This design comes from an exercise in tuning for small area and a short achievable clock period on the open sky130 flow, not from production work. At most, simulation tests tie the RTL to the original design; equivalence was not proved.

== job 105 ==
// sa_top
module sa_top
(
    input  logic        clk,
    input  logic        arst_n_i,
    input  logic        psel,
    input  logic        penable,
    input  logic        pwrite,
    input  logic [11:0] paddr,
    input  logic [31:0] pwdata,
    output logic [31:0] prdata,
    output logic        pready,
    output logic        pslverr
);
For scale: roughly 4500 cells after synthesis, ~1100 flip-flops, roughly 83 I/O pins, about 60000 um^2 of cells after synthesis.
export LEC_CHECK = 0
export CAP_MARGIN = 20
export CORE_MARGIN = 2
export CORE_UTILIZATION = 40
export SLEW_MARGIN = 20
create_clock -name core_clock -period 10.0 [get_ports {clk}]
standard.sh (not shown) runs the stock make flow with config.mk's settings and CLKGATE_MAP_FILE= SYNTH_SCRIPT=/design/flow/synth_recipe.tcl, a recipe that flattens the netlist after the stock synthesis.
==> flow/flow/run.sh <==
#!/bin/bash
# Standard ORFS layout, with port buffers that can drive, free cell sizing and
# a setup margin that makes repair_timing work below the 10 ns clock.
set -e
export BUFFER_PORTS_ARGS="-buffer_cell sky130_fd_sc_hd__buf_4"
bash standard.sh MATCH_CELL_FOOTPRINT=0 SETUP_SLACK_MARGIN=6.4 finish > standard.log 2>&1
Job 105 closes out successfully: all stages finished, all timing, DRC and antenna checks passed.
For job 103, these inputs were changed with respect to job 105:
- swapping 40 for 55 in CORE_UTILIZATION
- putting CTS_BUF_LIST at sky130_fd_sc_hd__clkbuf_4 sky130_fd_sc_hd__clkbuf_8 where nothing was set
Going from job 105 to job 103, pin count of the biggest net entering global routing grew by more than 10%. Side by side, sum of routed wire segments on met1 turned out lower in job 103 than in job 105. Job 103 has count of clock-buffer cells in the layout above what job 105 had. Higher cell count goes to job 105 over job 103. [job 103 vs job 105] worst path setup slack after routing: higher in job 103.
No run of this note included a check of the RTL's function; only the layout flow was run.

## main
sa_top again, from the RTL that the note above started with.
==> flow/config.mk <==
export PLATFORM = sky130hd
export DESIGN_NAME = sa_top
export DESIGN_NICKNAME = sa_top
export VERILOG_FILES = /design/flow/design.v
export SDC_FILE = /design/flow/constraint.sdc
export NUM_CORES = 4
export LEC_CHECK = 0
export CAP_MARGIN = 20
export CORE_MARGIN = 2
export CORE_UTILIZATION = 40
export SLEW_MARGIN = 20
==> flow/constraint.sdc <==
create_clock -name core_clock -period 10.0 [get_ports {clk}]
set_input_delay 2.0000 -clock core_clock [delete_from_list [all_inputs] [get_ports {clk}]]
set_output_delay 2.0000 -clock core_clock [all_outputs]
set_load 0.01 [all_outputs]
==> flow/flow/run.sh <==
#!/bin/bash
# Standard ORFS layout, with port buffers that can drive and a setup margin
# that makes repair_timing work below the 10 ns clock.
set -e
export BUFFER_PORTS_ARGS="-buffer_cell sky130_fd_sc_hd__buf_4"
export SETUP_SLACK_MARGIN=6.2
cp standard.sh standard_copy.txt
bash standard.sh > standard.log 2>&1
Input-level comparison between the feature branch and main:
==> flow/flow/run.sh <==
#!/bin/bash
# Standard ORFS layout, with port buffers that can drive, free cell sizing and
# a setup margin that makes repair_timing work below the 10 ns clock.
set -e
export BUFFER_PORTS_ARGS="-buffer_cell sky130_fd_sc_hd__buf_4"
bash standard.sh MATCH_CELL_FOOTPRINT=0 SETUP_SLACK_MARGIN=6.8 finish > standard.log 2>&1
The routing usage on met3 number comes out lower for main vs the feature branch. The feature branch: portion of the layout cell area used by clock cells is 0.41 points lower than what main reported. Against main, half-perimeter wire length after placement in the feature branch came out worse. Relative to main, routed via count divided by cell count increased by about 1.1% in the feature branch. Changes observed in the feature branch relative to main: overall routed net length went up by about 5%, clock insertion delay at the later pin of the skew report was more or less identical, data required time of the worst path went down by 0.03 ns.
No functional check of the RTL was part of any run of this note.

Another version of the RTL of sa_top (not shown whole).
Size in the first run: roughly 4800 cells after synthesis, ~1200 flip-flops, ~83 I/O pins, ~56000 µm² of cells after synthesis.
==> flow/config.mk <==
export PLATFORM = sky130hd
export DESIGN_NAME = sa_top
export DESIGN_NICKNAME = sa_top
export VERILOG_FILES = /design/flow/design.v
export SDC_FILE = /design/flow/constraint.sdc
export NUM_CORES = 4
export LEC_CHECK = 0
export CAP_MARGIN = 20
export CORE_MARGIN = 2
export CORE_UTILIZATION = 55
export CTS_CLUSTER_DIAMETER = 80
export CTS_CLUSTER_SIZE = 26
export SLEW_MARGIN = 20
export TNS_END_PERCENT = 20
==> flow/constraint.sdc <==
create_clock -name core_clock -period 10.0 [get_ports {clk}]
set_input_delay 2.0000 -clock core_clock [delete_from_list [all_inputs] [get_ports {clk}]]
set_output_delay 2.0000 -clock core_clock [all_outputs]
set_load 0.01 [all_outputs]
==> flow/flow/run.sh <==
#!/bin/bash
# Standard ORFS layout, with port buffers that can drive, free cell sizing and
# a setup margin that makes repair_timing work below the 10 ns clock.
set -e
export BUFFER_PORTS_ARGS="-buffer_cell sky130_fd_sc_hd__buf_4"
bash standard.sh MATCH_CELL_FOOTPRINT=0 SETUP_SLACK_MARGIN=7.2 finish > standard.log 2>&1
The first run completed without violations.
==> next run, changes <==
--- a/flow/config.mk
+++ b/flow/config.mk
@@ -10,5 +10,5 @@
 export CORE_UTILIZATION = 55
 export CTS_CLUSTER_DIAMETER = 80
-export CTS_CLUSTER_SIZE = 26
+export CTS_CLUSTER_SIZE = 22
 export SLEW_MARGIN = 20
 export TNS_END_PERCENT = 20
Clock-buffer cell count climbs by 17.
Wire length is higher by 0.81%.
Synthesized cell count stays the same.
Final area climbs by 0.90%.
Via count goes up by 1.2%.

Setup of north:
Starting RTL as in the previous note.
export LEC_CHECK = 0
export CAP_MARGIN = 20
export CORE_MARGIN = 2
export CORE_UTILIZATION = 50
export CTS_CLUSTER_DIAMETER = 60
export CTS_CLUSTER_SIZE = 30
export SLEW_MARGIN = 20
export TNS_END_PERCENT = 20
create_clock -name core_clock -period 10.0 [get_ports {clk}]
==> flow/flow/run.sh <==
#!/bin/bash
# Standard ORFS layout, with port buffers that can drive, free cell sizing and
# a setup margin that makes repair_timing work below the 10 ns clock.
set -e
export BUFFER_PORTS_ARGS="-buffer_cell sky130_fd_sc_hd__buf_4"
bash standard.sh MATCH_CELL_FOOTPRINT=0 SETUP_SLACK_MARGIN=7.0 finish > standard.log 2>&1
Modified inputs, south compared to north
--- a/flow/flow/run.sh
+++ b/flow/flow/run.sh
@@ -4,3 +4,3 @@
 set -e
 export BUFFER_PORTS_ARGS="-buffer_cell sky130_fd_sc_hd__buf_4"
-bash standard.sh MATCH_CELL_FOOTPRINT=0 SETUP_SLACK_MARGIN=7.0 finish > standard.log 2>&1
+bash standard.sh MATCH_CELL_FOOTPRINT=0 SETUP_SLACK_MARGIN=7.2 finish > standard.log 2>&1
--- a/flow/config.mk
+++ b/flow/config.mk
@@ -8,5 +8,5 @@
 export CAP_MARGIN = 20
 export CORE_MARGIN = 2
-export CORE_UTILIZATION = 50
+export CORE_UTILIZATION = 55
 export CTS_CLUSTER_DIAMETER = 60
 export CTS_CLUSTER_SIZE = 30
==> comparison <==
south ended up with a higher global-route usage than north did. Max-cap check violation count: north vs south identical. [south vs north] hold slack: higher in south. Taking north over south, the count of non-CTS buffers in the layout ratio works out to 0.79.

Another version of the RTL of sa_top (not shown whole).
For scale: about 1200 flip-flops.
==> flow/config.mk <==
export PLATFORM = sky130hd
export DESIGN_NAME = sa_top
export DESIGN_NICKNAME = sa_top
export VERILOG_FILES = /design/flow/design.v
export SDC_FILE = /design/flow/constraint.sdc
export NUM_CORES = 4
export LEC_CHECK = 0
export CAP_MARGIN = 20
export CORE_MARGIN = 2
export CORE_UTILIZATION = 40
export SLEW_MARGIN = 20
==> flow/constraint.sdc <==
create_clock -name core_clock -period 10.0 [get_ports {clk}]
set_input_delay 2.0000 -clock core_clock [delete_from_list [all_inputs] [get_ports {clk}]]
set_output_delay 2.0000 -clock core_clock [all_outputs]
set_load 0.01 [all_outputs]
==> flow/flow/run.sh <==
#!/bin/bash
# Standard ORFS layout, with port buffers that can drive, free cell sizing and
# a setup margin that makes repair_timing work below the 10 ns clock.
set -e
export BUFFER_PORTS_ARGS="-buffer_cell sky130_fd_sc_hd__buf_4"
bash standard.sh MATCH_CELL_FOOTPRINT=0 SETUP_SLACK_MARGIN=6.8 finish > standard.log 2>&1
Next try:
--- a/flow/flow/run.sh
+++ b/flow/flow/run.sh
@@ -5,2 +5,2 @@
 export BUFFER_PORTS_ARGS="-buffer_cell sky130_fd_sc_hd__buf_4"
-bash standard.sh MATCH_CELL_FOOTPRINT=0 SETUP_SLACK_MARGIN=6.8 finish > standard.log 2>&1
+bash standard.sh MATCH_CELL_FOOTPRINT=0 SETUP_SLACK_MARGIN=7.0 finish > standard.log 2>&1
CTS_CLUSTER_DIAMETER = 60   (was unset)
CTS_CLUSTER_SIZE = 30   (was unset)
TNS_END_PERCENT = 20   (was unset)
- clock skew grows by 35 ps
- area after synthesis is unchanged
- maximum frequency shrinks slightly
- core utilization shrinks by 0.80 points
- synthesized cell count does not change

port drivers added, routing unchanged:
In the flow no input, the clock included, has a driving cell. The finished layouts below were timed again as built, in two steps.
Step 1 assumes that a clkbuf_16 drives the clock port and a buf_2 every other input.
Step 2 times the ports against the registers' clock, not the clock port: input delays grow and output delays shrink by t, the midpoint of the rising clock arrivals with the driver on.
Three values: no drivers, after step 1, after step 2; two values: the first two.
run	shift t [ns]	slack for setup (ns)	pins driven straight from the clock port
job 105	0.817	6.415 / 6.293 / 5.476	1
job 103	0.957	6.424 / 6.314 / 5.357	1
main	0.810	6.112 / 6.150 / 5.339	1
the feature branch	0.819	6.606 / 6.340 / 5.521	1
the first run of note 3	0.813	6.532 / 6.329 / 5.516	1
the second run of note 3	0.774	6.480 / 6.238 / 5.464	1
north	0.811	6.332 / 6.126 / 5.314	1
south	0.800	6.518 / 6.284 / 5.484	1
the first run of note 5	0.849	6.484 / 6.242 / 5.393	1
the second run of note 5	0.844	6.451 / 6.265 / 5.421	1
After both steps setup and hold are still met in every run listed. For the first run of note 5, which loses most, drivers alone change the setup slack by -0.242 ns; drivers and shift together by -1.091 ns.
